Context: an optimization exercise on an open-source flow, tuned for small area, a short achievable clock period and few clock cycles per item. The choices shown serve that exercise and are no tape-out recipe.
At most, simulation tests tie the RTL to the original design; equivalence was not proved.
For run 1, only the layout was checked, not whether the RTL still works.

## flow/design.v (module list and top-level ports; edited modules follow where they fit)
// module idc_controller: 30 lines
// module idc_datapath: 1744 lines
// module idc_fa: 10 lines
// module idc_gp: 8 lines
// module inclusive_day_count_between_dates: 44 lines
module inclusive_day_count_between_dates #(
	parameter int unsigned MAX_YEAR = 9999
) (
	input  logic        clk,
	input  logic        arst_n,
	input  logic        dates_valid,
	output logic        dates_ready,
	input  logic [4:0]  dates_start_day,
	input  logic [3:0]  dates_start_month,
	input  logic [13:0] dates_start_year,
	input  logic [4:0]  dates_end_day,
	input  logic [3:0]  dates_end_month,
	input  logic [13:0] dates_end_year,
	output logic        result_valid,
	input  logic        result_ready,
	output logic [21:0] result_day_count,
	output logic        result_order_error
);
  // ...
==> flow/flow/run.sh <==
#!/bin/bash
# The standard layout (the standard.sh, unchanged synthesis), with the
# port buffers made from the smallest buffer cell instead of the default
# choice; the resizer still upsizes them where timing needs it. ORFS writes
# each step's full log under orfs/logs; make's own output goes to
# standard.log.
set -uo pipefail
bash standard.sh "BUFFER_PORTS_ARGS=-buffer_cell sky130_fd_sc_hd__buf_1" finish > standard.log 2>&1
==> flow/standard.sh <==
#!/bin/bash
# synth_recipe.tcl (not shown) runs the flow's synth.tcl, then flattens the netlist and writes it again
# the make line also repeats each setting of config.mk as NAME=value (left out here)
make -C /OpenROAD-flow-scripts/flow DESIGN_CONFIG=/design/flow/config.mk WORK_HOME=/design/flow/orfs CLKGATE_MAP_FILE= SYNTH_SCRIPT=/design/flow/synth_recipe.tcl "${@:-finish}"
==> flow/config.mk <==
export PLATFORM = sky130hd
export DESIGN_NAME = inclusive_day_count_between_dates
export DESIGN_NICKNAME = inclusive_day_count_between_dates
export VERILOG_FILES = /design/flow/design.v
export SDC_FILE = /design/flow/constraint.sdc
export NUM_CORES = 4
export LEC_CHECK = 0
export CAP_MARGIN = 20
export CORE_MARGIN = 2
export CORE_UTILIZATION = 40
export CTS_BUF_LIST = sky130_fd_sc_hd__clkbuf_8
export SETUP_SLACK_MARGIN = 5
export SLEW_MARGIN = 20
export SYNTH_HIERARCHICAL = 1
==> flow/constraint.sdc <==
create_clock -name core_clock -period 10.0 [get_ports {clk}]
set_input_delay 2.0000 -clock core_clock [delete_from_list [all_inputs] [get_ports {clk}]]
set_output_delay 2.0000 -clock core_clock [all_outputs]
set_load 0.01 [all_outputs]
==> impl_metrics.ini, run 1 <==
[timing]
hold_slack_ps = 547
fin_crit_ps = 4920
clock.fmax_mhz = 203

[yosys]
synthesis.nets = 1153
synth_seq_area_share_pct = 21.1
synth_top_area_share_pct = 28.9
synthesized_area_fraction_occupied_by_and_or_nand_nor_cells_pct = 10.8
synthesis.instances = 829
yosysWarnings = 8
synth_top_cells_by_count = sky130_fd_sc_hd__fa_1, sky130_fd_sc_hd__ha_1, sky130_fd_sc_hd__a21o_1
synth-edff-count = 66

[floorplanning]
fp-row-count = 56
design.portCount = 75

[hold_path]
hold_path.class = reg2reg
hold_path_depth = 1
hold_path_end = u_ctrl.v2_q

[finish]
flip_flop_count_of_the_largest_register_all_copies_and_words_added = 23
antenna_cells = 0
flops_and_latches = 68
fin_area_um2 = 10800
area_occupied_by_multi_input_gates_um2 = 7490
area_share_nonclk_buffers_pct = 4.40
nClkBuffers = 9

[clock_tree]
clock_tree_from_tritoncts = built
max-clock-path-buffers = 2
clockRootBuffer = sky130_fd_sc_hd__clkbuf_8
cts-hold-fix-buffers = 0

[routing]
number_of_iterations_in_the_first_detailed_routing_pass = 4
met2_wirelength_mm = 9.00

[setup_path]
worst_r2r_endpoint = u_dp.r_q[22]
cell_seen_most_often_among_critical_path_stages = sky130_fd_sc_hd__a21o_1
timing.critical_path.cells = buf_12 -> inv_6 -> ha_2 -> mux4_2 -> fa_1 -> fa_1 -> ha_4 -> a21o_1 -> a21o_1 -> a21o_1 -> a21o_1 -> xor2_1
cp_slowest_cell = sky130_fd_sc_hd__fa_1
worstPathArrival_ps = 5030

[placed_design]
dp_hpwl_mm = 16.6

[global_routing]
number_of_antenna_violations_at_the_first_check_in_global_routing = 0
track_usage_pct = 16.0
wire_length_of_the_first_global_routing_pass_mm = 32.5
grt_remaining_overflow = 0

[status]
run_status = complete, no violations
==> run 2, diff against run 1 <==
--- a/flow/design.v
+++ b/flow/design.v
@@ -1086,32 +1086,35 @@
 			ecn_q <= ~e_u;
 			sl_q  <= s_lp;
 			eln_q <= ~e_lp;
 			v_q   <= v;
 			sb_q  <= s_b;
 			eb_q  <= e_b;
 		end
 	end
-	logic [10:0] ye_t;
+	logic [12:0] yb_t;
 	always_comb begin
-		case (eb_q)
-			2'd0: ye_t = 11'd0;
-			2'd1: ye_t = 11'd365;
-			2'd2: ye_t = 11'd730;
-			2'd3: ye_t = 11'd1095;
-		endcase
-	end
-	logic [12:0] ys_t;
-	always_comb begin
-		case (sb_q)
-			2'd0: ys_t = 13'd3604;
-			2'd1: ys_t = 13'd3239;
-			2'd2: ys_t = 13'd2874;
-			2'd3: ys_t = 13'd2509;
+		case ({eb_q, sb_q})
+			4'd0: yb_t = 13'd3604;
+			4'd1: yb_t = 13'd3239;
+			4'd2: yb_t = 13'd2874;
+			4'd3: yb_t = 13'd2509;
+			4'd4: yb_t = 13'd3969;
+			4'd5: yb_t = 13'd3604;
+			4'd6: yb_t = 13'd3239;
+			4'd7: yb_t = 13'd2874;
+			4'd8: yb_t = 13'd4334;
+			4'd9: yb_t = 13'd3969;
+			4'd10: yb_t = 13'd3604;
+			4'd11: yb_t = 13'd3239;
+			4'd12: yb_t = 13'd4699;
+			4'd13: yb_t = 13'd4334;
+			4'd14: yb_t = 13'd3969;
+			4'd15: yb_t = 13'd3604;
 		endcase
 	end
 	logic t_1;
 	logic t_2;
 	logic t_3;
 	logic t_4;
 	logic t_5;
 	logic t_6;
@@ -1468,327 +1471,286 @@
 	logic t_357;
 	logic t_358;
 	logic t_359;
 	logic t_360;
 	logic t_361;
 	logic t_362;
 	logic t_363;
 	logic t_364;
-	logic t_365;
-	logic t_366;
-	logic t_367;
-	logic t_368;
-	logic t_369;
-	logic t_370;
-	logic t_371;
-	logic t_372;
-	logic t_373;
-	logic t_374;
-	logic t_375;
-	logic t_376;
-	logic t_377;
-	logic t_378;
-	logic t_379;
-	logic t_380;
-	logic t_381;
-	logic t_382;
-	logic t_383;
-	logic t_384;
-	logic t_385;
-	logic t_386;
-	logic t_387;
-	logic t_388;
-	logic t_389;
-	logic t_390;
-	assign t_1 = da_q[0] ^ sc_q[2];
-	assign t_2 = da_q[0] & sc_q[2];
-	idc_fa u_t_3 (.a(da_q[1]), .b(sc_q[2]), .c(sc_q[3]), .s(t_3), .co(t_4));
-	assign t_5 = da_q[2] ^ da_q[0];
-	assign t_6 = da_q[2] & da_q[0];
-	assign t_7 = da_q[3] ^ da_q[1];
-	assign t_8 = da_q[3] & da_q[1];
-	idc_fa u_t_9 (.a(da_q[4]), .b(da_q[2]), .c(da_q[0]), .s(t_9), .co(t_10));
-	assign t_11 = da_q[5] ^ da_q[3];
-	assign t_12 = da_q[5] & da_q[3];
-	idc_fa u_t_13 (.a(sc_q[0]), .b(ecn_q[2]), .c(ecn_q[0]), .s(t_13), .co(t_14));
-	assign t_15 = v_q[0] ^ sl_q;
-	assign t_16 = v_q[0] & sl_q;
-	idc_fa u_t_17 (.a(sc_q[1]), .b(ecn_q[2]), .c(ecn_q[3]), .s(t_17), .co(t_18));
-	idc_fa u_t_19 (.a(ecn_q[1]), .b(v_q[1]), .c(t_2), .s(t_19), .co(t_20));
-	assign t_21 = ye_t[1] ^ ys_t[1];
-	assign t_22 = ye_t[1] & ys_t[1];
-	idc_fa u_t_23 (.a(sc_q[3]), .b(sc_q[4]), .c(ecn_q[3]), .s(t_23), .co(t_24));
-	idc_fa u_t_25 (.a(ecn_q[4]), .b(v_q[2]), .c(ye_t[2]), .s(t_25), .co(t_26));
-	idc_fa u_t_27 (.a(ys_t[2]), .b(t_5), .c(t_4), .s(t_27), .co(t_28));
-	idc_fa u_t_29 (.a(sc_q[4]), .b(sc_q[5]), .c(ecn_q[4]), .s(t_29), .co(t_30));
-	idc_fa u_t_31 (.a(ecn_q[5]), .b(v_q[3]), .c(t_6), .s(t_31), .co(t_32));
-	idc_fa u_t_33 (.a(ye_t[3]), .b(ys_t[3]), .c(t_7), .s(t_33), .co(t_34));
-	idc_fa u_t_35 (.a(sc_q[5]), .b(sc_q[6]), .c(ecn_q[5]), .s(t_35), .co(t_36));
-	idc_fa u_t_37 (.a(ecn_q[6]), .b(v_q[4]), .c(t_8), .s(t_37), .co(t_38));
-	idc_fa u_t_39 (.a(ye_t[4]), .b(ys_t[4]), .c(t_9), .s(t_39), .co(t_40));
-	idc_fa u_t_41 (.a(da_q[1]), .b(da_q[0]), .c(sc_q[6]), .s(t_41), .co(t_42));
-	idc_fa u_t_43 (.a(ecn_q[6]), .b(v_q[5]), .c(ye_t[5]), .s(t_43), .co(t_44));
-	idc_fa u_t_45 (.a(ys_t[5]), .b(t_11), .c(t_10), .s(t_45), .co(t_46));
-	idc_fa u_t_47 (.a(da_q[6]), .b(da_q[4]), .c(da_q[2]), .s(t_47), .co(t_48));
-	idc_fa u_t_49 (.a(da_q[1]), .b(v_q[6]), .c(t_12), .s(t_49), .co(t_50));
-	assign t_51 = ye_t[6] ^ ys_t[6];
-	assign t_52 = ye_t[6] & ys_t[6];
-	idc_fa u_t_53 (.a(da_q[7]), .b(da_q[5]), .c(da_q[3]), .s(t_53), .co(t_54));
-	idc_fa u_t_55 (.a(da_q[2]), .b(da_q[0]), .c(v_q[7]), .s(t_55), .co(t_56));
-	assign t_57 = ye_t[7] ^ ys_t[7];
-	assign t_58 = ye_t[7] & ys_t[7];
-	idc_fa u_t_59 (.a(da_q[8]), .b(da_q[6]), .c(da_q[4]), .s(t_59), .co(t_60));
-	idc_fa u_t_61 (.a(da_q[3]), .b(da_q[1]), .c(da_q[0]), .s(t_61), .co(t_62));
-	idc_fa u_t_63 (.a(v_q[8]), .b(ye_t[8]), .c(ys_t[8]), .s(t_63), .co(t_64));
-	idc_fa u_t_65 (.a(da_q[9]), .b(da_q[7]), .c(da_q[5]), .s(t_65), .co(t_66));
-	idc_fa u_t_67 (.a(da_q[4]), .b(da_q[2]), .c(da_q[1]), .s(t_67), .co(t_68));
-	idc_fa u_t_69 (.a(v_q[9]), .b(ye_t[9]), .c(ys_t[9]), .s(t_69), .co(t_70));
-	idc_fa u_t_71 (.a(da_q[10]), .b(da_q[8]), .c(da_q[6]), .s(t_71), .co(t_72));
-	idc_fa u_t_73 (.a(da_q[5]), .b(da_q[3]), .c(da_q[2]), .s(t_73), .co(t_74));
-	idc_fa u_t_75 (.a(da_q[0]), .b(ye_t[10]), .c(ys_t[10]), .s(t_75), .co(t_76));
-	idc_fa u_t_77 (.a(da_q[11]), .b(da_q[9]), .c(da_q[7]), .s(t_77), .co(t_78));
-	idc_fa u_t_79 (.a(da_q[6]), .b(da_q[4]), .c(da_q[3]), .s(t_79), .co(t_80));
-	assign t_81 = da_q[1] ^ ys_t[11];
-	assign t_82 = da_q[1] & ys_t[11];
-	idc_fa u_t_83 (.a(da_q[12]), .b(da_q[10]), .c(da_q[8]), .s(t_83), .co(t_84));
-	idc_fa u_t_85 (.a(da_q[7]), .b(da_q[5]), .c(da_q[4]), .s(t_85), .co(t_86));
-	assign t_87 = da_q[2] ^ ys_t[12];
-	assign t_88 = da_q[2] & ys_t[12];
-	assign t_89 = ~(da_q[11] ^ da_q[9]);
-	assign t_90 = da_q[11] | da_q[9];
-	idc_fa u_t_91 (.a(da_q[8]), .b(da_q[6]), .c(da_q[5]), .s(t_91), .co(t_92));
-	idc_fa u_t_93 (.a(da_q[12]), .b(da_q[10]), .c(da_q[9]), .s(t_93), .co(t_94));
-	assign t_95 = ~da_q[11];
-	idc_fa u_t_96 (.a(eln_q), .b(ye_t[0]), .c(ys_t[0]), .s(t_96), .co(t_97));
-	idc_fa u_t_98 (.a(t_16), .b(t_14), .c(t_17), .s(t_98), .co(t_99));
-	assign t_100 = t_3 ^ t_21;
-	assign t_101 = t_3 & t_21;
-	idc_fa u_t_102 (.a(t_18), .b(t_22), .c(t_23), .s(t_102), .co(t_103));
-	idc_fa u_t_104 (.a(t_20), .b(t_25), .c(t_27), .s(t_104), .co(t_105));
-	idc_fa u_t_106 (.a(t_24), .b(t_29), .c(t_26), .s(t_106), .co(t_107));
-	idc_fa u_t_108 (.a(t_31), .b(t_33), .c(t_28), .s(t_108), .co(t_109));
-	idc_fa u_t_110 (.a(t_30), .b(t_35), .c(t_32), .s(t_110), .co(t_111));
-	idc_fa u_t_112 (.a(t_37), .b(t_34), .c(t_39), .s(t_112), .co(t_113));
-	idc_fa u_t_114 (.a(t_36), .b(t_41), .c(t_38), .s(t_114), .co(t_115));
-	idc_fa u_t_116 (.a(t_43), .b(t_40), .c(t_45), .s(t_116), .co(t_117));
-	idc_fa u_t_118 (.a(t_42), .b(t_47), .c(t_51), .s(t_118), .co(t_119));
-	idc_fa u_t_120 (.a(t_44), .b(t_49), .c(t_46), .s(t_120), .co(t_121));
-	idc_fa u_t_122 (.a(t_48), .b(t_52), .c(t_53), .s(t_122), .co(t_123));
-	idc_fa u_t_124 (.a(t_55), .b(t_57), .c(t_50), .s(t_124), .co(t_125));
-	idc_fa u_t_126 (.a(t_54), .b(t_56), .c(t_58), .s(t_126), .co(t_127));
-	idc_fa u_t_128 (.a(t_59), .b(t_61), .c(t_63), .s(t_128), .co(t_129));
-	idc_fa u_t_130 (.a(t_60), .b(t_62), .c(t_65), .s(t_130), .co(t_131));
-	idc_fa u_t_132 (.a(t_67), .b(t_64), .c(t_69), .s(t_132), .co(t_133));
-	idc_fa u_t_134 (.a(t_66), .b(t_68), .c(t_71), .s(t_134), .co(t_135));
-	idc_fa u_t_136 (.a(t_73), .b(t_70), .c(t_75), .s(t_136), .co(t_137));
-	idc_fa u_t_138 (.a(t_72), .b(t_74), .c(t_77), .s(t_138), .co(t_139));
-	idc_fa u_t_140 (.a(t_79), .b(t_81), .c(t_76), .s(t_140), .co(t_141));
-	idc_fa u_t_142 (.a(t_78), .b(t_80), .c(t_82), .s(t_142), .co(t_143));
-	idc_fa u_t_144 (.a(t_83), .b(t_85), .c(t_87), .s(t_144), .co(t_145));
-	idc_fa u_t_146 (.a(da_q[3]), .b(t_89), .c(t_84), .s(t_146), .co(t_147));
-	idc_fa u_t_148 (.a(t_86), .b(t_88), .c(t_91), .s(t_148), .co(t_149));
-	idc_fa u_t_150 (.a(da_q[7]), .b(da_q[6]), .c(da_q[4]), .s(t_150), .co(t_151));
-	idc_fa u_t_152 (.a(t_90), .b(t_92), .c(t_93), .s(t_152), .co(t_153));
-	idc_fa u_t_154 (.a(da_q[10]), .b(da_q[8]), .c(da_q[7]), .s(t_154), .co(t_155));
-	idc_fa u_t_156 (.a(da_q[5]), .b(t_95), .c(t_94), .s(t_156), .co(t_157));
-	idc_fa u_t_158 (.a(da_q[11]), .b(da_q[12]), .c(da_q[11]), .s(t_158), .co(t_159));
-	idc_fa u_t_160 (.a(da_q[9]), .b(da_q[8]), .c(da_q[6]), .s(t_160), .co(t_161));
-	idc_fa u_t_162 (.a(da_q[12]), .b(da_q[10]), .c(da_q[9]), .s(t_162), .co(t_163));
-	assign t_164 = ~da_q[11];
-	assign t_165 = t_15 ^ t_1;
-	assign t_166 = t_15 & t_1;
-	idc_fa u_t_167 (.a(t_97), .b(t_19), .c(t_100), .s(t_167), .co(t_168));
-	idc_fa u_t_169 (.a(t_101), .b(t_99), .c(t_102), .s(t_169), .co(t_170));
-	idc_fa u_t_171 (.a(t_103), .b(t_106), .c(t_105), .s(t_171), .co(t_172));
-	idc_fa u_t_173 (.a(t_107), .b(t_110), .c(t_109), .s(t_173), .co(t_174));
-	idc_fa u_t_175 (.a(t_111), .b(t_114), .c(t_113), .s(t_175), .co(t_176));
-	idc_fa u_t_177 (.a(t_115), .b(t_118), .c(t_117), .s(t_177), .co(t_178));
-	idc_fa u_t_179 (.a(t_122), .b(t_119), .c(t_124), .s(t_179), .co(t_180));
-	idc_fa u_t_181 (.a(t_123), .b(t_126), .c(t_125), .s(t_181), .co(t_182));
-	idc_fa u_t_183 (.a(t_127), .b(t_130), .c(t_129), .s(t_183), .co(t_184));
-	idc_fa u_t_185 (.a(t_131), .b(t_134), .c(t_133), .s(t_185), .co(t_186));
-	idc_fa u_t_187 (.a(t_135), .b(t_138), .c(t_137), .s(t_187), .co(t_188));
-	idc_fa u_t_189 (.a(t_139), .b(t_142), .c(t_144), .s(t_189), .co(t_190));
-	idc_fa u_t_191 (.a(t_143), .b(t_146), .c(t_148), .s(t_191), .co(t_192));
-	idc_fa u_t_193 (.a(t_150), .b(t_147), .c(t_149), .s(t_193), .co(t_194));
-	idc_fa u_t_195 (.a(t_151), .b(t_154), .c(t_153), .s(t_195), .co(t_196));
-	idc_fa u_t_197 (.a(t_155), .b(t_158), .c(t_160), .s(t_197), .co(t_198));
-	idc_fa u_t_199 (.a(da_q[7]), .b(t_159), .c(t_161), .s(t_199), .co(t_200));
-	idc_fa u_t_201 (.a(da_q[10]), .b(da_q[8]), .c(t_164), .s(t_201), .co(t_202));
-	idc_fa u_t_203 (.a(da_q[11]), .b(da_q[12]), .c(da_q[11]), .s(t_203), .co(t_204));
-	assign t_205 = t_13 ^ t_165;
-	assign t_206 = t_13 & t_165;
-	idc_fa u_t_207 (.a(t_166), .b(t_98), .c(t_167), .s(t_207), .co(t_208));
-	idc_fa u_t_209 (.a(t_168), .b(t_104), .c(t_169), .s(t_209), .co(t_210));
-	idc_fa u_t_211 (.a(t_108), .b(t_170), .c(t_171), .s(t_211), .co(t_212));
-	idc_fa u_t_213 (.a(t_112), .b(t_172), .c(t_173), .s(t_213), .co(t_214));
-	idc_fa u_t_215 (.a(t_116), .b(t_174), .c(t_175), .s(t_215), .co(t_216));
-	idc_fa u_t_217 (.a(t_120), .b(t_177), .c(t_176), .s(t_217), .co(t_218));
-	idc_fa u_t_219 (.a(t_121), .b(t_179), .c(t_178), .s(t_219), .co(t_220));
-	idc_fa u_t_221 (.a(t_128), .b(t_181), .c(t_180), .s(t_221), .co(t_222));
-	idc_fa u_t_223 (.a(t_132), .b(t_182), .c(t_183), .s(t_223), .co(t_224));
-	idc_fa u_t_225 (.a(t_136), .b(t_184), .c(t_185), .s(t_225), .co(t_226));
-	idc_fa u_t_227 (.a(t_140), .b(t_186), .c(t_187), .s(t_227), .co(t_228));
-	idc_fa u_t_229 (.a(t_141), .b(t_189), .c(t_188), .s(t_229), .co(t_230));
-	idc_fa u_t_231 (.a(t_145), .b(t_191), .c(t_190), .s(t_231), .co(t_232));
-	idc_fa u_t_233 (.a(t_152), .b(t_192), .c(t_193), .s(t_233), .co(t_234));
-	idc_fa u_t_235 (.a(t_156), .b(t_194), .c(t_195), .s(t_235), .co(t_236));
-	idc_fa u_t_237 (.a(t_157), .b(t_197), .c(t_196), .s(t_237), .co(t_238));
-	idc_fa u_t_239 (.a(t_162), .b(t_198), .c(t_199), .s(t_239), .co(t_240));
-	idc_fa u_t_241 (.a(t_163), .b(t_201), .c(t_200), .s(t_241), .co(t_242));
-	idc_fa u_t_243 (.a(da_q[9]), .b(t_202), .c(t_203), .s(t_243), .co(t_244));
-	idc_fa u_t_245 (.a(da_q[12]), .b(da_q[10]), .c(t_204), .s(t_245), .co(t_246));
-	assign t_247 = ~da_q[11];
-	assign t_248 = t_205 ^ t_96;
-	assign t_249 = t_205 & t_96;
+	idc_fa u_t_1 (.a(da_q[0]), .b(sc_q[2]), .c(sc_q[0]), .s(t_1), .co(t_2));
+	assign t_3 = ecn_q[2] ^ ecn_q[0];
+	assign t_4 = ecn_q[2] & ecn_q[0];
+	idc_fa u_t_5 (.a(da_q[1]), .b(sc_q[2]), .c(sc_q[3]), .s(t_5), .co(t_6));
+	idc_fa u_t_7 (.a(sc_q[1]), .b(ecn_q[2]), .c(ecn_q[3]), .s(t_7), .co(t_8));
+	assign t_9 = ecn_q[1] ^ v_q[1];
+	assign t_10 = ecn_q[1] & v_q[1];
+	idc_fa u_t_11 (.a(da_q[2]), .b(da_q[0]), .c(sc_q[3]), .s(t_11), .co(t_12));
+	idc_fa u_t_13 (.a(sc_q[4]), .b(ecn_q[3]), .c(ecn_q[4]), .s(t_13), .co(t_14));
+	assign t_15 = v_q[2] ^ yb_t[2];
+	assign t_16 = v_q[2] & yb_t[2];
+	idc_fa u_t_17 (.a(da_q[3]), .b(da_q[1]), .c(sc_q[4]), .s(t_17), .co(t_18));
+	idc_fa u_t_19 (.a(sc_q[5]), .b(ecn_q[4]), .c(ecn_q[5]), .s(t_19), .co(t_20));
+	assign t_21 = v_q[3] ^ yb_t[3];
+	assign t_22 = v_q[3] & yb_t[3];
+	idc_fa u_t_23 (.a(da_q[4]), .b(da_q[2]), .c(da_q[0]), .s(t_23), .co(t_24));
+	idc_fa u_t_25 (.a(sc_q[5]), .b(sc_q[6]), .c(ecn_q[5]), .s(t_25), .co(t_26));
+	idc_fa u_t_27 (.a(ecn_q[6]), .b(v_q[4]), .c(yb_t[4]), .s(t_27), .co(t_28));
+	idc_fa u_t_29 (.a(da_q[5]), .b(da_q[3]), .c(da_q[1]), .s(t_29), .co(t_30));
+	idc_fa u_t_31 (.a(da_q[0]), .b(sc_q[6]), .c(ecn_q[6]), .s(t_31), .co(t_32));
+	assign t_33 = v_q[5] ^ yb_t[5];
+	assign t_34 = v_q[5] & yb_t[5];
+	idc_fa u_t_35 (.a(da_q[6]), .b(da_q[4]), .c(da_q[2]), .s(t_35), .co(t_36));
+	assign t_37 = da_q[1] ^ v_q[6];
+	assign t_38 = da_q[1] & v_q[6];
+	idc_fa u_t_39 (.a(da_q[7]), .b(da_q[5]), .c(da_q[3]), .s(t_39), .co(t_40));
+	assign t_41 = da_q[2] ^ da_q[0];
+	assign t_42 = da_q[2] & da_q[0];
+	idc_fa u_t_43 (.a(da_q[8]), .b(da_q[6]), .c(da_q[4]), .s(t_43), .co(t_44));
+	idc_fa u_t_45 (.a(da_q[3]), .b(da_q[1]), .c(da_q[0]), .s(t_45), .co(t_46));
+	idc_fa u_t_47 (.a(da_q[9]), .b(da_q[7]), .c(da_q[5]), .s(t_47), .co(t_48));
+	idc_fa u_t_49 (.a(da_q[4]), .b(da_q[2]), .c(da_q[1]), .s(t_49), .co(t_50));
+	idc_fa u_t_51 (.a(da_q[10]), .b(da_q[8]), .c(da_q[6]), .s(t_51), .co(t_52));
+	idc_fa u_t_53 (.a(da_q[5]), .b(da_q[3]), .c(da_q[2]), .s(t_53), .co(t_54));
+	idc_fa u_t_55 (.a(da_q[11]), .b(da_q[9]), .c(da_q[7]), .s(t_55), .co(t_56));
+	idc_fa u_t_57 (.a(da_q[6]), .b(da_q[4]), .c(da_q[3]), .s(t_57), .co(t_58));
+	idc_fa u_t_59 (.a(da_q[12]), .b(da_q[10]), .c(da_q[8]), .s(t_59), .co(t_60));
+	idc_fa u_t_61 (.a(da_q[7]), .b(da_q[5]), .c(da_q[4]), .s(t_61), .co(t_62));
+	assign t_63 = ~(da_q[11] ^ da_q[9]);
+	assign t_64 = da_q[11] | da_q[9];
+	assign t_65 = da_q[8] ^ da_q[6];
+	assign t_66 = da_q[8] & da_q[6];
+	idc_fa u_t_67 (.a(da_q[12]), .b(da_q[10]), .c(da_q[9]), .s(t_67), .co(t_68));
+	assign t_69 = ~da_q[11];
+	idc_fa u_t_70 (.a(v_q[0]), .b(sl_q), .c(eln_q), .s(t_70), .co(t_71));
+	idc_fa u_t_72 (.a(t_4), .b(t_9), .c(t_2), .s(t_72), .co(t_73));
+	assign t_74 = t_5 ^ t_7;
+	assign t_75 = t_5 & t_7;
+	idc_fa u_t_76 (.a(t_10), .b(t_6), .c(t_8), .s(t_76), .co(t_77));
+	idc_fa u_t_78 (.a(t_11), .b(t_13), .c(t_15), .s(t_78), .co(t_79));
+	idc_fa u_t_80 (.a(t_12), .b(t_14), .c(t_17), .s(t_80), .co(t_81));
+	idc_fa u_t_82 (.a(t_19), .b(t_16), .c(t_21), .s(t_82), .co(t_83));
+	idc_fa u_t_84 (.a(t_18), .b(t_20), .c(t_23), .s(t_84), .co(t_85));
+	idc_fa u_t_86 (.a(t_25), .b(t_22), .c(t_27), .s(t_86), .co(t_87));
+	idc_fa u_t_88 (.a(t_24), .b(t_26), .c(t_29), .s(t_88), .co(t_89));
+	idc_fa u_t_90 (.a(t_31), .b(t_33), .c(t_28), .s(t_90), .co(t_91));
+	idc_fa u_t_92 (.a(t_37), .b(t_30), .c(t_32), .s(t_92), .co(t_93));
+	idc_fa u_t_94 (.a(t_35), .b(yb_t[6]), .c(t_34), .s(t_94), .co(t_95));
+	idc_fa u_t_96 (.a(v_q[7]), .b(t_38), .c(t_41), .s(t_96), .co(t_97));
+	idc_fa u_t_98 (.a(t_36), .b(t_39), .c(yb_t[7]), .s(t_98), .co(t_99));
+	idc_fa u_t_100 (.a(v_q[8]), .b(t_42), .c(t_40), .s(t_100), .co(t_101));
+	idc_fa u_t_102 (.a(t_43), .b(t_45), .c(yb_t[8]), .s(t_102), .co(t_103));
+	idc_fa u_t_104 (.a(v_q[9]), .b(t_44), .c(t_46), .s(t_104), .co(t_105));
+	idc_fa u_t_106 (.a(t_47), .b(t_49), .c(yb_t[9]), .s(t_106), .co(t_107));
+	idc_fa u_t_108 (.a(da_q[0]), .b(t_48), .c(t_50), .s(t_108), .co(t_109));
+	idc_fa u_t_110 (.a(t_51), .b(t_53), .c(yb_t[10]), .s(t_110), .co(t_111));
+	idc_fa u_t_112 (.a(da_q[1]), .b(t_52), .c(t_54), .s(t_112), .co(t_113));
+	idc_fa u_t_114 (.a(t_55), .b(t_57), .c(yb_t[11]), .s(t_114), .co(t_115));
+	idc_fa u_t_116 (.a(da_q[2]), .b(t_56), .c(t_58), .s(t_116), .co(t_117));
+	idc_fa u_t_118 (.a(t_59), .b(t_61), .c(yb_t[12]), .s(t_118), .co(t_119));
+	idc_fa u_t_120 (.a(da_q[5]), .b(da_q[3]), .c(t_63), .s(t_120), .co(t_121));
+	idc_fa u_t_122 (.a(t_65), .b(t_60), .c(t_62), .s(t_122), .co(t_123));
+	idc_fa u_t_124 (.a(da_q[7]), .b(da_q[6]), .c(da_q[4]), .s(t_124), .co(t_125));
+	idc_fa u_t_126 (.a(t_64), .b(t_66), .c(t_67), .s(t_126), .co(t_127));
+	idc_fa u_t_128 (.a(da_q[10]), .b(da_q[8]), .c(da_q[7]), .s(t_128), .co(t_129));
+	idc_fa u_t_130 (.a(da_q[5]), .b(t_69), .c(t_68), .s(t_130), .co(t_131));
+	idc_fa u_t_132 (.a(da_q[11]), .b(da_q[12]), .c(da_q[11]), .s(t_132), .co(t_133));
+	idc_fa u_t_134 (.a(da_q[9]), .b(da_q[8]), .c(da_q[6]), .s(t_134), .co(t_135));
+	idc_fa u_t_136 (.a(da_q[12]), .b(da_q[10]), .c(da_q[9]), .s(t_136), .co(t_137));
+	assign t_138 = ~da_q[11];
+	assign t_139 = t_3 ^ t_70;
+	assign t_140 = t_3 & t_70;
+	idc_fa u_t_141 (.a(t_71), .b(yb_t[1]), .c(t_74), .s(t_141), .co(t_142));
+	idc_fa u_t_143 (.a(t_75), .b(t_73), .c(t_76), .s(t_143), .co(t_144));
+	idc_fa u_t_145 (.a(t_77), .b(t_80), .c(t_79), .s(t_145), .co(t_146));
+	idc_fa u_t_147 (.a(t_81), .b(t_84), .c(t_83), .s(t_147), .co(t_148));
+	idc_fa u_t_149 (.a(t_85), .b(t_88), .c(t_87), .s(t_149), .co(t_150));
+	idc_fa u_t_151 (.a(t_89), .b(t_92), .c(t_94), .s(t_151), .co(t_152));
+	idc_fa u_t_153 (.a(t_96), .b(t_93), .c(t_98), .s(t_153), .co(t_154));
+	idc_fa u_t_155 (.a(t_97), .b(t_100), .c(t_99), .s(t_155), .co(t_156));
+	idc_fa u_t_157 (.a(t_101), .b(t_104), .c(t_103), .s(t_157), .co(t_158));
+	idc_fa u_t_159 (.a(t_105), .b(t_108), .c(t_107), .s(t_159), .co(t_160));
+	idc_fa u_t_161 (.a(t_109), .b(t_112), .c(t_111), .s(t_161), .co(t_162));
+	idc_fa u_t_163 (.a(t_113), .b(t_116), .c(t_115), .s(t_163), .co(t_164));
+	idc_fa u_t_165 (.a(t_120), .b(t_117), .c(t_122), .s(t_165), .co(t_166));
+	idc_fa u_t_167 (.a(t_124), .b(t_121), .c(t_123), .s(t_167), .co(t_168));
+	idc_fa u_t_169 (.a(t_125), .b(t_128), .c(t_127), .s(t_169), .co(t_170));
+	idc_fa u_t_171 (.a(t_129), .b(t_132), .c(t_134), .s(t_171), .co(t_172));
+	idc_fa u_t_173 (.a(da_q[7]), .b(t_133), .c(t_135), .s(t_173), .co(t_174));
+	idc_fa u_t_175 (.a(da_q[10]), .b(da_q[8]), .c(t_138), .s(t_175), .co(t_176));
+	idc_fa u_t_177 (.a(da_q[11]), .b(da_q[12]), .c(da_q[11]), .s(t_177), .co(t_178));
+	assign t_179 = t_1 ^ yb_t[0];
+	assign t_180 = t_1 & yb_t[0];
+	idc_fa u_t_181 (.a(t_140), .b(t_72), .c(t_141), .s(t_181), .co(t_182));
+	idc_fa u_t_183 (.a(t_142), .b(t_78), .c(t_143), .s(t_183), .co(t_184));
+	idc_fa u_t_185 (.a(t_144), .b(t_82), .c(t_145), .s(t_185), .co(t_186));
+	idc_fa u_t_187 (.a(t_86), .b(t_146), .c(t_147), .s(t_187), .co(t_188));
+	idc_fa u_t_189 (.a(t_90), .b(t_148), .c(t_149), .s(t_189), .co(t_190));
+	idc_fa u_t_191 (.a(t_91), .b(t_151), .c(t_150), .s(t_191), .co(t_192));
+	idc_fa u_t_193 (.a(t_95), .b(t_153), .c(t_152), .s(t_193), .co(t_194));
+	idc_fa u_t_195 (.a(t_102), .b(t_154), .c(t_155), .s(t_195), .co(t_196));
+	idc_fa u_t_197 (.a(t_106), .b(t_156), .c(t_157), .s(t_197), .co(t_198));
+	idc_fa u_t_199 (.a(t_110), .b(t_158), .c(t_159), .s(t_199), .co(t_200));
+	idc_fa u_t_201 (.a(t_114), .b(t_160), .c(t_161), .s(t_201), .co(t_202));
+	idc_fa u_t_203 (.a(t_118), .b(t_162), .c(t_163), .s(t_203), .co(t_204));
+	idc_fa u_t_205 (.a(t_119), .b(t_164), .c(t_165), .s(t_205), .co(t_206));
+	idc_fa u_t_207 (.a(t_126), .b(t_166), .c(t_167), .s(t_207), .co(t_208));
+	idc_fa u_t_209 (.a(t_130), .b(t_168), .c(t_169), .s(t_209), .co(t_210));
+	idc_fa u_t_211 (.a(t_131), .b(t_171), .c(t_170), .s(t_211), .co(t_212));
+	idc_fa u_t_213 (.a(t_136), .b(t_172), .c(t_173), .s(t_213), .co(t_214));
+	idc_fa u_t_215 (.a(t_137), .b(t_175), .c(t_174), .s(t_215), .co(t_216));
+	idc_fa u_t_217 (.a(da_q[9]), .b(t_176), .c(t_177), .s(t_217), .co(t_218));
+	idc_fa u_t_219 (.a(da_q[12]), .b(da_q[10]), .c(t_178), .s(t_219), .co(t_220));
+	assign t_221 = ~da_q[11];
+	assign t_222 = t_179 ^ t_139;
+	assign t_223 = t_179 & t_139;
+	assign t_224 = t_180 ^ t_181;
+	assign t_225 = t_180 & t_181;
+	assign t_226 = t_182 ^ t_183;
+	assign t_227 = t_182 & t_183;
+	assign t_228 = t_184 ^ t_185;
+	assign t_229 = t_184 & t_185;
+	assign t_230 = t_186 ^ t_187;
+	assign t_231 = t_186 & t_187;
+	assign t_232 = t_188 ^ t_189;
+	assign t_233 = t_188 & t_189;
+	assign t_234 = t_190 ^ t_191;
+	assign t_235 = t_190 & t_191;
+	assign t_236 = t_192 ^ t_193;
+	assign t_237 = t_192 & t_193;
+	assign t_238 = t_194 ^ t_195;
+	assign t_239 = t_194 & t_195;
+	assign t_240 = t_196 ^ t_197;
+	assign t_241 = t_196 & t_197;
+	assign t_242 = t_198 ^ t_199;
+	assign t_243 = t_198 & t_199;
+	assign t_244 = t_200 ^ t_201;
+	assign t_245 = t_200 & t_201;
+	assign t_246 = t_202 ^ t_203;
+	assign t_247 = t_202 & t_203;
+	assign t_248 = t_204 ^ t_205;
+	assign t_249 = t_204 & t_205;
 	assign t_250 = t_206 ^ t_207;
 	assign t_251 = t_206 & t_207;
 	assign t_252 = t_208 ^ t_209;
 	assign t_253 = t_208 & t_209;
 	assign t_254 = t_210 ^ t_211;
 	assign t_255 = t_210 & t_211;
 	assign t_256 = t_212 ^ t_213;
 	assign t_257 = t_212 & t_213;
 	assign t_258 = t_214 ^ t_215;
 	assign t_259 = t_214 & t_215;
 	assign t_260 = t_216 ^ t_217;
 	assign t_261 = t_216 & t_217;
 	assign t_262 = t_218 ^ t_219;
 	assign t_263 = t_218 & t_219;
 	assign t_264 = t_220 ^ t_221;
 	assign t_265 = t_220 & t_221;
-	assign t_266 = t_222 ^ t_223;
-	assign t_267 = t_222 & t_223;
-	assign t_268 = t_224 ^ t_225;
-	assign t_269 = t_224 & t_225;
-	assign t_270 = t_226 ^ t_227;
-	assign t_271 = t_226 & t_227;
-	assign t_272 = t_228 ^ t_229;
-	assign t_273 = t_228 & t_229;
-	assign t_274 = t_230 ^ t_231;
-	assign t_275 = t_230 & t_231;
-	assign t_276 = t_232 ^ t_233;
-	assign t_277 = t_232 & t_233;
-	assign t_278 = t_234 ^ t_235;
-	assign t_279 = t_234 & t_235;
-	assign t_280 = t_236 ^ t_237;
-	assign t_281 = t_236 & t_237;
-	assign t_282 = t_238 ^ t_239;
-	assign t_283 = t_238 & t_239;
-	assign t_284 = t_240 ^ t_241;
-	assign t_285 = t_240 & t_241;
-	assign t_286 = t_242 ^ t_243;
-	assign t_287 = t_242 & t_243;
-	assign t_288 = t_244 ^ t_245;
-	assign t_289 = t_244 & t_245;
-	assign t_290 = t_246 ^ t_247;
-	assign t_291 = t_246 & t_247;
-	assign t_292 = da_q[11] ^ da_q[12];
-	assign t_293 = da_q[11] & da_q[12];
-	idc_gp u_t_294 (.gh(t_251), .ph(t_250), .gl(t_249), .g(t_294));
-	assign t_295 = t_250 & t_248;
-	idc_gp u_t_296 (.gh(t_255), .ph(t_254), .gl(t_253), .g(t_296));
-	assign t_297 = t_254 & t_252;
-	idc_gp u_t_298 (.gh(t_259), .ph(t_258), .gl(t_257), .g(t_298));
-	assign t_299 = t_258 & t_256;
-	idc_gp u_t_300 (.gh(t_263), .ph(t_262), .gl(t_261), .g(t_300));
-	assign t_301 = t_262 & t_260;
-	idc_gp u_t_302 (.gh(t_267), .ph(t_266), .gl(t_265), .g(t_302));
-	assign t_303 = t_266 & t_264;
-	idc_gp u_t_304 (.gh(t_271), .ph(t_270), .gl(t_269), .g(t_304));
-	assign t_305 = t_270 & t_268;
-	idc_gp u_t_306 (.gh(t_275), .ph(t_274), .gl(t_273), .g(t_306));
-	assign t_307 = t_274 & t_272;
-	idc_gp u_t_308 (.gh(t_279), .ph(t_278), .gl(t_277), .g(t_308));
-	assign t_309 = t_278 & t_276;
-	idc_gp u_t_310 (.gh(t_283), .ph(t_282), .gl(t_281), .g(t_310));
-	assign t_311 = t_282 & t_280;
-	idc_gp u_t_312 (.gh(t_287), .ph(t_286), .gl(t_285), .g(t_312));
-	assign t_313 = t_286 & t_284;
-	idc_gp u_t_314 (.gh(t_291), .ph(t_290), .gl(t_289), .g(t_314));
-	assign t_315 = t_290 & t_288;
-	idc_gp u_t_316 (.gh(t_296), .ph(t_297), .gl(t_294), .g(t_316));
-	assign t_317 = t_297 & t_295;
-	idc_gp u_t_318 (.gh(t_300), .ph(t_301), .gl(t_298), .g(t_318));
-	assign t_319 = t_301 & t_299;
-	idc_gp u_t_320 (.gh(t_304), .ph(t_305), .gl(t_302), .g(t_320));
-	assign t_321 = t_305 & t_303;
-	idc_gp u_t_322 (.gh(t_308), .ph(t_309), .gl(t_306), .g(t_322));
-	assign t_323 = t_309 & t_307;
-	idc_gp u_t_324 (.gh(t_312), .ph(t_313), .gl(t_310), .g(t_324));
-	assign t_325 = t_313 & t_311;
-	idc_gp u_t_326 (.gh(t_318), .ph(t_319), .gl(t_316), .g(t_326));
-	assign t_327 = t_319 & t_317;
-	idc_gp u_t_328 (.gh(t_322), .ph(t_323), .gl(t_320), .g(t_328));
-	assign t_329 = t_323 & t_321;
-	idc_gp u_t_330 (.gh(t_328), .ph(t_329), .gl(t_326), .g(t_330));
-	assign t_331 = t_329 & t_327;
-	idc_gp u_t_332 (.gh(t_320), .ph(t_321), .gl(t_326), .g(t_332));
-	assign t_333 = t_321 & t_327;
-	idc_gp u_t_334 (.gh(t_324), .ph(t_325), .gl(t_330), .g(t_334));
-	assign t_335 = t_325 & t_331;
-	idc_gp u_t_336 (.gh(t_298), .ph(t_299), .gl(t_316), .g(t_336));
-	assign t_337 = t_299 & t_317;
-	idc_gp u_t_338 (.gh(t_302), .ph(t_303), .gl(t_326), .g(t_338));
-	assign t_339 = t_303 & t_327;
-	idc_gp u_t_340 (.gh(t_306), .ph(t_307), .gl(t_332), .g(t_340));
-	assign t_341 = t_307 & t_333;
-	idc_gp u_t_342 (.gh(t_310), .ph(t_311), .gl(t_330), .g(t_342));
-	assign t_343 = t_311 & t_331;
-	idc_gp u_t_344 (.gh(t_314), .ph(t_315), .gl(t_334), .g(t_344));
-	assign t_345 = t_315 & t_335;
-	idc_gp u_t_346 (.gh(t_253), .ph(t_252), .gl(t_294), .g(t_346));
-	assign t_347 = t_252 & t_295;
-	idc_gp u_t_348 (.gh(t_257), .ph(t_256), .gl(t_316), .g(t_348));
-	assign t_349 = t_256 & t_317;
-	idc_gp u_t_350 (.gh(t_261), .ph(t_260), .gl(t_336), .g(t_350));
-	assign t_351 = t_260 & t_337;
-	idc_gp u_t_352 (.gh(t_265), .ph(t_264), .gl(t_326), .g(t_352));
-	assign t_353 = t_264 & t_327;
-	idc_gp u_t_354 (.gh(t_269), .ph(t_268), .gl(t_338), .g(t_354));
-	assign t_355 = t_268 & t_339;
-	idc_gp u_t_356 (.gh(t_273), .ph(t_272), .gl(t_332), .g(t_356));
-	assign t_357 = t_272 & t_333;
-	idc_gp u_t_358 (.gh(t_277), .ph(t_276), .gl(t_340), .g(t_358));
-	assign t_359 = t_276 & t_341;
-	idc_gp u_t_360 (.gh(t_281), .ph(t_280), .gl(t_330), .g(t_360));
-	assign t_361 = t_280 & t_331;
-	idc_gp u_t_362 (.gh(t_285), .ph(t_284), .gl(t_342), .g(t_362));
-	assign t_363 = t_284 & t_343;
-	idc_gp u_t_364 (.gh(t_289), .ph(t_288), .gl(t_334), .g(t_364));
-	assign t_365 = t_288 & t_335;
-	idc_gp u_t_366 (.gh(t_293), .ph(t_292), .gl(t_344), .g(t_366));
-	assign t_367 = t_292 & t_345;
-	assign t_368 = t_248;
-	assign t_369 = t_250 ^ t_249;
-	assign t_370 = t_252 ^ t_294;
-	assign t_371 = t_254 ^ t_346;
-	assign t_372 = t_256 ^ t_316;
-	assign t_373 = t_258 ^ t_348;
-	assign t_374 = t_260 ^ t_336;
-	assign t_375 = t_262 ^ t_350;
-	assign t_376 = t_264 ^ t_326;
-	assign t_377 = t_266 ^ t_352;
-	assign t_378 = t_268 ^ t_338;
-	assign t_379 = t_270 ^ t_354;
-	assign t_380 = t_272 ^ t_332;
-	assign t_381 = t_274 ^ t_356;
-	assign t_382 = t_276 ^ t_340;
-	assign t_383 = t_278 ^ t_358;
-	assign t_384 = t_280 ^ t_330;
-	assign t_385 = t_282 ^ t_360;
-	assign t_386 = t_284 ^ t_342;
-	assign t_387 = t_286 ^ t_362;
-	assign t_388 = t_288 ^ t_334;
-	assign t_389 = t_290 ^ t_364;
-	assign t_390 = t_292 ^ t_344;
+	assign t_266 = da_q[11] ^ da_q[12];
+	assign t_267 = da_q[11] & da_q[12];
+	idc_gp u_t_268 (.gh(t_225), .ph(t_224), .gl(t_223), .g(t_268));
+	assign t_269 = t_224 & t_222;
+	idc_gp u_t_270 (.gh(t_229), .ph(t_228), .gl(t_227), .g(t_270));
+	assign t_271 = t_228 & t_226;
+	idc_gp u_t_272 (.gh(t_233), .ph(t_232), .gl(t_231), .g(t_272));
+	assign t_273 = t_232 & t_230;
+	idc_gp u_t_274 (.gh(t_237), .ph(t_236), .gl(t_235), .g(t_274));
+	assign t_275 = t_236 & t_234;
+	idc_gp u_t_276 (.gh(t_241), .ph(t_240), .gl(t_239), .g(t_276));
+	assign t_277 = t_240 & t_238;
+	idc_gp u_t_278 (.gh(t_245), .ph(t_244), .gl(t_243), .g(t_278));
+	assign t_279 = t_244 & t_242;
+	idc_gp u_t_280 (.gh(t_249), .ph(t_248), .gl(t_247), .g(t_280));
+	assign t_281 = t_248 & t_246;
+	idc_gp u_t_282 (.gh(t_253), .ph(t_252), .gl(t_251), .g(t_282));
+	assign t_283 = t_252 & t_250;
+	idc_gp u_t_284 (.gh(t_257), .ph(t_256), .gl(t_255), .g(t_284));
+	assign t_285 = t_256 & t_254;
+	idc_gp u_t_286 (.gh(t_261), .ph(t_260), .gl(t_259), .g(t_286));
+	assign t_287 = t_260 & t_258;
+	idc_gp u_t_288 (.gh(t_265), .ph(t_264), .gl(t_263), .g(t_288));
+	assign t_289 = t_264 & t_262;
+	idc_gp u_t_290 (.gh(t_270), .ph(t_271), .gl(t_268), .g(t_290));
+	assign t_291 = t_271 & t_269;
+	idc_gp u_t_292 (.gh(t_274), .ph(t_275), .gl(t_272), .g(t_292));
+	assign t_293 = t_275 & t_273;
+	idc_gp u_t_294 (.gh(t_278), .ph(t_279), .gl(t_276), .g(t_294));
+	assign t_295 = t_279 & t_277;
+	idc_gp u_t_296 (.gh(t_282), .ph(t_283), .gl(t_280), .g(t_296));
+	assign t_297 = t_283 & t_281;
+	idc_gp u_t_298 (.gh(t_286), .ph(t_287), .gl(t_284), .g(t_298));
+	assign t_299 = t_287 & t_285;
+	idc_gp u_t_300 (.gh(t_292), .ph(t_293), .gl(t_290), .g(t_300));
+	assign t_301 = t_293 & t_291;
+	idc_gp u_t_302 (.gh(t_296), .ph(t_297), .gl(t_294), .g(t_302));
+	assign t_303 = t_297 & t_295;
+	idc_gp u_t_304 (.gh(t_302), .ph(t_303), .gl(t_300), .g(t_304));
+	assign t_305 = t_303 & t_301;
+	idc_gp u_t_306 (.gh(t_294), .ph(t_295), .gl(t_300), .g(t_306));
+	assign t_307 = t_295 & t_301;
+	idc_gp u_t_308 (.gh(t_298), .ph(t_299), .gl(t_304), .g(t_308));
+	assign t_309 = t_299 & t_305;
+	idc_gp u_t_310 (.gh(t_272), .ph(t_273), .gl(t_290), .g(t_310));
+	assign t_311 = t_273 & t_291;
+	idc_gp u_t_312 (.gh(t_276), .ph(t_277), .gl(t_300), .g(t_312));
+	assign t_313 = t_277 & t_301;
+	idc_gp u_t_314 (.gh(t_280), .ph(t_281), .gl(t_306), .g(t_314));
+	assign t_315 = t_281 & t_307;
+	idc_gp u_t_316 (.gh(t_284), .ph(t_285), .gl(t_304), .g(t_316));
+	assign t_317 = t_285 & t_305;
+	idc_gp u_t_318 (.gh(t_288), .ph(t_289), .gl(t_308), .g(t_318));
+	assign t_319 = t_289 & t_309;
+	idc_gp u_t_320 (.gh(t_227), .ph(t_226), .gl(t_268), .g(t_320));
+	assign t_321 = t_226 & t_269;
+	idc_gp u_t_322 (.gh(t_231), .ph(t_230), .gl(t_290), .g(t_322));
+	assign t_323 = t_230 & t_291;
+	idc_gp u_t_324 (.gh(t_235), .ph(t_234), .gl(t_310), .g(t_324));
+	assign t_325 = t_234 & t_311;
+	idc_gp u_t_326 (.gh(t_239), .ph(t_238), .gl(t_300), .g(t_326));
+	assign t_327 = t_238 & t_301;
+	idc_gp u_t_328 (.gh(t_243), .ph(t_242), .gl(t_312), .g(t_328));
+	assign t_329 = t_242 & t_313;
+	idc_gp u_t_330 (.gh(t_247), .ph(t_246), .gl(t_306), .g(t_330));
+	assign t_331 = t_246 & t_307;
+	idc_gp u_t_332 (.gh(t_251), .ph(t_250), .gl(t_314), .g(t_332));
+	assign t_333 = t_250 & t_315;
+	idc_gp u_t_334 (.gh(t_255), .ph(t_254), .gl(t_304), .g(t_334));
+	assign t_335 = t_254 & t_305;
+	idc_gp u_t_336 (.gh(t_259), .ph(t_258), .gl(t_316), .g(t_336));
+	assign t_337 = t_258 & t_317;
+	idc_gp u_t_338 (.gh(t_263), .ph(t_262), .gl(t_308), .g(t_338));
+	assign t_339 = t_262 & t_309;
+	idc_gp u_t_340 (.gh(t_267), .ph(t_266), .gl(t_318), .g(t_340));
+	assign t_341 = t_266 & t_319;
+	assign t_342 = t_222;
+	assign t_343 = t_224 ^ t_223;
+	assign t_344 = t_226 ^ t_268;
+	assign t_345 = t_228 ^ t_320;
+	assign t_346 = t_230 ^ t_290;
+	assign t_347 = t_232 ^ t_322;
+	assign t_348 = t_234 ^ t_310;
+	assign t_349 = t_236 ^ t_324;
+	assign t_350 = t_238 ^ t_300;
+	assign t_351 = t_240 ^ t_326;
+	assign t_352 = t_242 ^ t_312;
+	assign t_353 = t_244 ^ t_328;
+	assign t_354 = t_246 ^ t_306;
+	assign t_355 = t_248 ^ t_330;
+	assign t_356 = t_250 ^ t_314;
+	assign t_357 = t_252 ^ t_332;
+	assign t_358 = t_254 ^ t_304;
+	assign t_359 = t_256 ^ t_334;
+	assign t_360 = t_258 ^ t_316;
+	assign t_361 = t_260 ^ t_336;
+	assign t_362 = t_262 ^ t_308;
+	assign t_363 = t_264 ^ t_338;
+	assign t_364 = t_266 ^ t_318;
 	logic [22:0] r_d;
 	logic [22:0] r_q;
-	assign r_d = {t_390, t_389, t_388, t_387, t_386, t_385, t_384, t_383, t_382, t_381, t_380, t_379, t_378, t_377, t_376, t_375, t_374, t_373, t_372, t_371, t_370, t_369, t_368};
+	assign r_d = {t_364, t_363, t_362, t_361, t_360, t_359, t_358, t_357, t_356, t_355, t_354, t_353, t_352, t_351, t_350, t_349, t_348, t_347, t_346, t_345, t_344, t_343, t_342};
 	always_ff @(posedge clk) begin
 		if (en2) begin
 			r_q <= r_d;
 		end
 	end
 	assign day_count   = r_q[22] ? 22'd0 : r_q[21:0];
 	assign order_error = r_q[22] || (r_q == 23'd0);
 endmodule
==> flow/config.mk (replaced) <==
export PLATFORM = sky130hd
export DESIGN_NAME = inclusive_day_count_between_dates
export DESIGN_NICKNAME = inclusive_day_count_between_dates
export VERILOG_FILES = /design/flow/design.v
export SDC_FILE = /design/flow/constraint.sdc
export NUM_CORES = 4
export LEC_CHECK = 0
export CAP_MARGIN = 20
export CORE_MARGIN = 2
export CORE_UTILIZATION = 40
export CTS_BUF_LIST = sky130_fd_sc_hd__clkbuf_16
export SETUP_SLACK_MARGIN = 5
export SLEW_MARGIN = 20
export SYNTH_HIERARCHICAL = 1
==> impl_metrics.ini, run 2 <==
[setup_path]
worstReg2RegStart = u_dp.sb_q[0]
worst_ep_required_time_ps = 10060
worstPathArrival_ps = 5040
critical_path.startpoint_type = flip-flop
crit_end = u_dp.r_q[22]
timing.reg2reg.worst_path_depth = 19
rrSetupSlack_ps = 5020
timing_worst_setup_path_type = reg2reg
critPathCaptureType = flip-flop
start_point_of_the_critical_path = u_dp.sb_q[0]
crit_path_max_fanout = 4
worst_r2r_endpoint = u_dp.r_q[22]

[yosys]
ys_dominant_reg_cell = sky130_fd_sc_hd__edfxtp_1
synth_top_cell_by_area = sky130_fd_sc_hd__fa_1
ys_async_sr_fraction_pct = 2.94
synth_seq_area_share_pct = 21.3
largest_family_of_logic_cells_by_synthesized_area = adder cells
synth_top_area_share_pct = 26.9
synth-edff-count = 66
synthesis.instances = 843
yosysMostFrequentCell = sky130_fd_sc_hd__ha_1
synth-compound-area-share_pct = 12.8
netlist_area_um2 = 9520
yosys.area_share.adder_pct = 44.0
synthDistinctLibCells = 45
synth_top_cells_by_count = sky130_fd_sc_hd__ha_1, sky130_fd_sc_hd__a21o_1, sky130_fd_sc_hd__fa_1
post_synth_main_area_contributors = sky130_fd_sc_hd__fa_1, sky130_fd_sc_hd__edfxtp_1, sky130_fd_sc_hd__ha_1
synthesized_area_fraction_occupied_by_and_or_nand_nor_cells_pct = 11.3
yosys.area_share.xor_xnor_pct = 6.62
yosys_register_bits = 68
yosysWarnings = 8
synthesis.nets = 1151
synth.area.mux_share_pct = 0.894
syn-mean-instance-area_um2 = 11.3

[finish]
flip_flop_count_of_the_largest_register_all_copies_and_words_added = 23
antenna_cells = 0
layout.cells.most_common_list = sky130_fd_sc_hd__a21o_1, sky130_fd_sc_hd__fa_1, sky130_fd_sc_hd__ha_1
final.fill_count = 2239
biggestRegsByFlops = u_dp.r_q x23, u_dp.da_q x13, u_dp.v_q x10
finalNonFillerCells = 1247
fin_nets = 1231
mostFrequentLayoutCell = sky130_fd_sc_hd__a21o_1
layout-drive-gt1-share_pct = 7.44
layout-area-overhead-vs-synth_pct = 12.0
registers.top_by_ff_count = u_dp.r_q

[timing]
clock-skew-final_ps = 11.5
worst_slew_pin_slew_ps = 825
worst_slew_margin_rel_pct = 44.9
setup-tns-final_ps = 0
finalMaxSlewViolations = 0
grt_setup_unrepaired = yes
finalHoldViolCount = 0
fin_crit_ps = 4980
timing.final.crit_share_pct = 49.8
clock.fmax_mhz = 201
setup_viol_count_final = 0

[clock_tree]
ctsHtreeMaxLevel = 3
max-clock-path-buffers = 2
numCtsBuffers = 9
path_clk_slew_ps = 60
clockRootBuffer = sky130_fd_sc_hd__clkbuf_16
tritoncts_num_sinks = 68
clock_insertion_delay_worst_skew_ps = 340
clock_tree_from_tritoncts = built

[hold_path]
hold_path.class = reg2reg

[floorplanning]
fp-row-count = 56
floorplan.die_area_um2 = 25100
fp.dieW_um = 158
design.core.area_um2 = 23400
chipHeight_um = 158
floorplan.initialDensity_pct = 40.7
design.portCount = 75

[status]
run_status = complete, no violations

[routing]
number_of_iterations_in_the_first_detailed_routing_pass = 4
vias = 6196
routed_wire_length_per_instance_um = 15.8
route.final.wire_length_mm = 19.7
number_of_nets_still_failing_antenna_checks_after_routing = 0
drc = 0
drt-initial-drc-count = 239
routed_via_density = 4.97

[placed_design]
gp_congestion = 0.842
placement.io_buffers = 74
dp_hpwl_mm = 16.6
placedCellCount = 1220

[global_routing]
number_of_antenna_violations_at_the_first_check_in_global_routing = 0
first_global_vias = 6231
track_usage_pct = 16.6
maximum_number_of_pins_on_one_net_before_global_route_repair = 45
grt_remaining_overflow = 0
wire_length_of_the_first_global_routing_pass_mm = 32.2

[flow_run]
maxCapViolations = 0
-- run 2: cell types whose count changed in the layout (fill, tap and decap cells not counted), moves of 5 or more --
cell | previous run | this run
sky130_fd_sc_hd__clkbuf_2 | 11 | 6
sky130_fd_sc_hd__nand2b_1 | 8 | 13
sky130_fd_sc_hd__buf_2 | 0 | 6
sky130_fd_sc_hd__buf_4 | 22 | 11
sky130_fd_sc_hd__inv_1 | 57 | 52
sky130_fd_sc_hd__fa_1 | 134 | 127
sky130_fd_sc_hd__clkbuf_8 | 9 | 0
sky130_fd_sc_hd__clkbuf_16 | 0 | 9
-- run 2: routing by layer --
metal / global-route usage, % / part of all wire, %
met5: 0 / 0
met2: 26.6 / 46
met4: 2.96 / 0.65
met3: 1.88 / 2.3
met1: 24.6 / 51
-- run 2: stage by stage --
step	utilization (%)	hold WS (ps)	instance area (um2)	setup WS (ps)
2_1_floorplan	-	478	9520	4950
3_3_place_gp	43.3	490	10100	4510
3_5_place_dp	43.3	500	10100	4460
4_1_cts	44.7	546	10500	4890
5_1_grt	45.6	561	10700	4820
6_report	45.6	544	10700	5020
-- run 2: repair_timing --
| item | CTS | global route |
|---|---|---|
| gates resized for setup | 9 | 29 |
| endpoints found under the setup margin | 12 | 10 |
| pin swaps | 0 | 8 |
| buffers inserted | 2 | 9 |
| hold buffers | 0 | 0 |
-- run 2: cells by family (layout without fill, tap and decap cells) --
| group | Yosys count | after routing |
|---|---|---|
| adders and majority gates | 258 | 258 |
| and+or+nand+nor | 195 | 195 |
| AOI/OAI and AO/OA | 171 | 171 |
| xor gates and xnor gates | 72 | 72 |
| buffers and inverters | 72 | 157 |
| DFF | 68 | 68 |
| muxes | 7 | 7 |
-- run 2: per-module statistics from Yosys (local to each module, per instance), excerpt --
module          cells  copies in the design
idc_datapath      579                     1
idc_controller      8                     1
idc_fa              1                   128
idc_gp              1                   128
-- run 2: final cells by class --
type	count	area, um2	area share (%)
multi-input combinational	703	7340	68.8
sequential	68	2030	19.1
tap	319	399	3.74
timing repair buffer	85	379	3.56
clock buffer	9	225	2.11
inverter	56	210	1.97
clock inverter	7	82.6	0.774
-- run 2: critical path: stages, from the launching register on --
cell,delay (ps)
sky130_fd_sc_hd__edfxtp_1,400
sky130_fd_sc_hd__buf_4,160
sky130_fd_sc_hd__inv_2,90
sky130_fd_sc_hd__ha_4,230
sky130_fd_sc_hd__a21oi_2,150
sky130_fd_sc_hd__nand2_1,100
sky130_fd_sc_hd__o21ai_2,120
sky130_fd_sc_hd__fa_1,450
sky130_fd_sc_hd__fa_1,390
sky130_fd_sc_hd__fa_1,420
sky130_fd_sc_hd__fa_1,460
sky130_fd_sc_hd__ha_1,330
sky130_fd_sc_hd__and2_1,180
sky130_fd_sc_hd__a21o_1,170
sky130_fd_sc_hd__a21o_1,190
sky130_fd_sc_hd__a21o_1,220
sky130_fd_sc_hd__a21o_1,190
sky130_fd_sc_hd__a21o_1,170
sky130_fd_sc_hd__xnor2_1,130
sky130_fd_sc_hd__xnor2_1,170
-- run 2: worst min-delay path by stage --
stage | start | end | slack (ps) | cells after the start
6_report | u_ctrl.v1_q | u_ctrl.v2_q | 540 | 1
5_1_grt | u_ctrl.v1_q | u_ctrl.v2_q | 560 | 1
4_1_cts | u_ctrl.v1_q | u_ctrl.v2_q | 550 | 1
3_5_place_dp | u_ctrl.v1_q | u_ctrl.v2_q | 500 | 1
3_3_place_gp | u_ctrl.v1_q | u_ctrl.v2_q | 490 | 1
2_1_floorplan | u_ctrl.v1_q | u_ctrl.v2_q | 480 | 1
Testbench counts of run 2, summed over its fixed seeds: cycles 3,216, items 3,200.
==> run 3, diff against run 2 <==
--- a/flow/config.mk
+++ b/flow/config.mk
@@ -7,8 +7,8 @@
 export LEC_CHECK = 0
-export CAP_MARGIN = 20
+export CAP_MARGIN = 5
 export CORE_MARGIN = 2
 export CORE_UTILIZATION = 40
-export CTS_BUF_LIST = sky130_fd_sc_hd__clkbuf_16
+export CTS_BUF_LIST = sky130_fd_sc_hd__clkbuf_8
 export SETUP_SLACK_MARGIN = 5
-export SLEW_MARGIN = 20
+export SLEW_MARGIN = 5
 export SYNTH_HIERARCHICAL = 1
==> impl_metrics.ini, run 3 <==
[status]
run_status = complete, no violations

[yosys]
yosysMostFrequentCell = sky130_fd_sc_hd__ha_1
synth_seq_area_share_pct = 21.3
ys_dominant_reg_cell = sky130_fd_sc_hd__edfxtp_1
yosys_register_bits = 68
yosysWarnings = 8
netlist_area_um2 = 9520
synthDistinctLibCells = 45
synth_top_cells_by_count = sky130_fd_sc_hd__ha_1, sky130_fd_sc_hd__a21o_1, sky130_fd_sc_hd__fa_1
synth_top_area_share_pct = 26.9
synth_top_cell_by_area = sky130_fd_sc_hd__fa_1
ys_async_sr_fraction_pct = 2.94
synth-edff-count = 66
syn-mean-instance-area_um2 = 11.3
synthesis.instances = 843
post_synth_main_area_contributors = sky130_fd_sc_hd__fa_1, sky130_fd_sc_hd__edfxtp_1, sky130_fd_sc_hd__ha_1
synthesis.nets = 1151

[global_routing]
first_global_vias = 6228
maximum_number_of_pins_on_one_net_before_global_route_repair = 45
track_usage_pct = 16.6
wire_length_of_the_first_global_routing_pass_mm = 32.1
grt_remaining_overflow = 0
number_of_antenna_violations_at_the_first_check_in_global_routing = 0

[routing]
drt-initial-drc-count = 270
number_of_iterations_in_the_first_detailed_routing_pass = 4
number_of_nets_still_failing_antenna_checks_after_routing = 0
route.final.wire_length_mm = 19.7
vias = 6228
routed_via_density = 4.99
drc = 0
routed_wire_length_per_instance_um = 15.8

[finish]
fin_nets = 1231
layout-area-overhead-vs-synth_pct = 10.9
final.fill_count = 2256
flip_flop_count_of_the_largest_register_all_copies_and_words_added = 23
registers.top_by_ff_count = u_dp.r_q
antenna_cells = 0
final_core_utilization_pct = 45.1
layout-drive-gt1-share_pct = 7.22
biggestRegsByFlops = u_dp.r_q x23, u_dp.da_q x13, u_dp.v_q x10
fin_area_um2 = 10600
layout.cells.most_common_list = sky130_fd_sc_hd__a21o_1, sky130_fd_sc_hd__fa_1, sky130_fd_sc_hd__ha_1
mostFrequentLayoutCell = sky130_fd_sc_hd__a21o_1

[setup_path]
worstReg2RegStart = u_dp.sb_q[0]
max_stage_delay_ps = 460
worst-path-buf-inv = 2
cp_slowest_cell = sky130_fd_sc_hd__fa_1
worstPathArrival_ps = 5070
critical_path.startpoint_type = flip-flop
critPathCaptureType = flip-flop
timing.critical_path.cells = buf_4 -> inv_2 -> ha_4 -> a21oi_2 -> nand2_1 -> o21ai_2 -> fa_1 -> fa_1 -> fa_1 -> fa_1 -> ha_1 -> and2_1 -> a21o_1 -> a21o_1 -> a21o_1 -> a21o_1 -> a21o_1 -> xnor2_1 -> xnor2_1
rrSetupSlack_ps = 5020
cell_seen_most_often_among_critical_path_stages = sky130_fd_sc_hd__a21o_1
worst_r2r_endpoint = u_dp.r_q[22]
timing_worst_setup_path_type = reg2reg
timing.reg2reg.worst_path_depth = 19
worst_ep_required_time_ps = 10090
crit_path_max_fanout = 4
worst_path_dominant_cell_family = adder cells

[timing]
clock-skew-final_ps = 16.3
clock.fmax_mhz = 201
setup_viol_count_final = 0
setup-tns-final_ps = 0
worst_slew_margin_rel_pct = 44.6
grt_setup_unrepaired = yes
timing.final.crit_share_pct = 49.8
fin_crit_ps = 4980
finalHoldViolCount = 0
worst_slew_pin_slew_ps = 830
finalMaxSlewViolations = 0

[floorplanning]
chipHeight_um = 158
fp-row-count = 56
fp.dieW_um = 158
design.portCount = 75
floorplan.die_area_um2 = 25100
floorplan.initialDensity_pct = 40.7
design.core.area_um2 = 23400

[placed_design]
dp_hpwl_mm = 16.6
gp_congestion = 0.842
place_area_um2 = 10100
placement.io_buffers = 74

[clock_tree]
numCtsBuffers = 9
tritoncts_num_sinks = 68
clock_tree_from_tritoncts = built
path_clk_slew_ps = 80
ctsHtreeMaxLevel = 3
clockRootBuffer = sky130_fd_sc_hd__clkbuf_8
max-clock-path-buffers = 2
clock_insertion_delay_worst_skew_ps = 360

[hold_path]
hp-start = u_ctrl.v1_q
hold_path_end = u_ctrl.v2_q
hold_path_depth = 1
hold_path.class = reg2reg

[flow_run]
maxCapViolations = 0
-- run 3: cell counts after synthesis --
Identical to the previous run, type by type.
-- run 3: worst max-delay path by stage --
stage,startpoint,to,slack [ps],cells past startpoint
3_3_place_gp,dates_end_month[1],u_dp.v_q[9],4510,12
4_1_cts,u_dp.sb_q[0],u_dp.r_q[22],4880,18
5_1_grt,u_dp.sb_q[0],u_dp.r_q[22],4820,18
2_1_floorplan,dates_end_month[2],u_dp.v_q[7],4950,11
3_5_place_dp,dates_end_month[1],u_dp.v_q[7],4460,12
6_report,u_dp.sb_q[0],u_dp.r_q[22],5020,19
-- run 3: Yosys stat by module, one instance, submodules excluded, excerpt --
module          flip-flops and latches  cell area, um2
idc_controller                       2            92.6
idc_gp                               0            7.51
idc_datapath                        66            5910
idc_fa                               0            20.0
-- run 3: cell families (layout without fill, tap and decap cells) --
family / count (synthesis) / after routing / synth area share [%]
compound gates: 171 / 171 / 12.8
xor+xnor: 72 / 72 / 6.62
fa+ha+maj: 258 / 258 / 44.0
buf+inv: 72 / 157 / 3.01
flops: 68 / 68 / 21.3
mux: 7 / 7 / 0.894
simple gates: 195 / 195 / 11.3
-- run 3: metrics by stage --
step	instances	hold WS, ps	setup slack (ps)
6_report	1247	548	5020
5_1_grt	1247	566	4820
4_1_cts	1238	551	4880
3_5_place_dp	1220	500	4460
3_3_place_gp	1220	490	4510
2_1_floorplan	843	478	4950
-- run 3: worst register-to-register path, delay by kind of cell (launching register included) --
kind	cells	cell delay [ps]
xor gates and xnor gates	2	300
adders and majority gates	6	2280
DFF	1	400
AOI/OAI and AO/OA	7	1220
and+or+nand+nor	2	280
buffers and inverters	2	250
-- run 3: layer usage --
layer | track usage (%) | vias to the layer above | routed length (um)
met5 | 0 | - | 0
met4 | 3.35 | 0 | 193
met3 | 1.71 | 15 | 578
met2 | 26.5 | 110 | 9080
met1 | 24.6 | 3019 | 9840
li1 | - | 3084 | -
-- run 3: timing repair --
item / in CTS / in global routing
buffers inserted: 2 / 9
hold buffers: 0 / 0
setup endpoints to repair: 7 / 10
pin swaps: 0 / 8
gates resized for setup: 3 / 33
gates cloned: 0 / 0
-- run 3: cell type report --
cell class | count | area [um2] | share of cell area, %
Inverter | 56 | 210 | 1.99
Tap cell | 319 | 399 | 3.78
Timing Repair Buffer | 85 | 377 | 3.57
Sequential cell | 68 | 2030 | 19.2
Clock inverter | 7 | 82.6 | 0.782
Clock buffer | 9 | 124 | 1.17
Multi-Input combinational cell | 703 | 7340 | 69.5

## re-timing with driven ports
How much do the figures lean on ideal ports? The routed layouts below were timed once more, with nothing changed but the port constraints.
Step 1: set_driving_cell puts a clkbuf_16 on clk and a buf_2 on each other input, an assumption about the parent block.
Step 2, shift: input delay + t, output delay - t, t = (earliest + latest rising clock arrival at the registers) / 2. This alone moves slack from input paths to output paths.
Slacks: ideal / step 1 / step 2; pairs: ideal / step 1.
run	t, ns	setup WS [ns]	hold slack, ns	latest minus earliest clock arrival (ns)	pins driven straight from the clock port
run 1	0.394	5.083 / 5.045 / 4.652	0.547 / 0.547 / 0.547	0.014 / 0.013	1
run 2	0.367	5.016 / 5.016 / 4.709	0.544 / 0.544 / 0.544	0.012 / 0.011	1
run 3	0.390	5.022 / 5.022 / 4.721	0.548 / 0.548 / 0.548	0.017 / 0.017	1
After both steps every run listed still meets setup and hold. The setup slack of run 1, which loses most, moves by -0.038 ns with the drivers and by -0.431 ns with both steps.
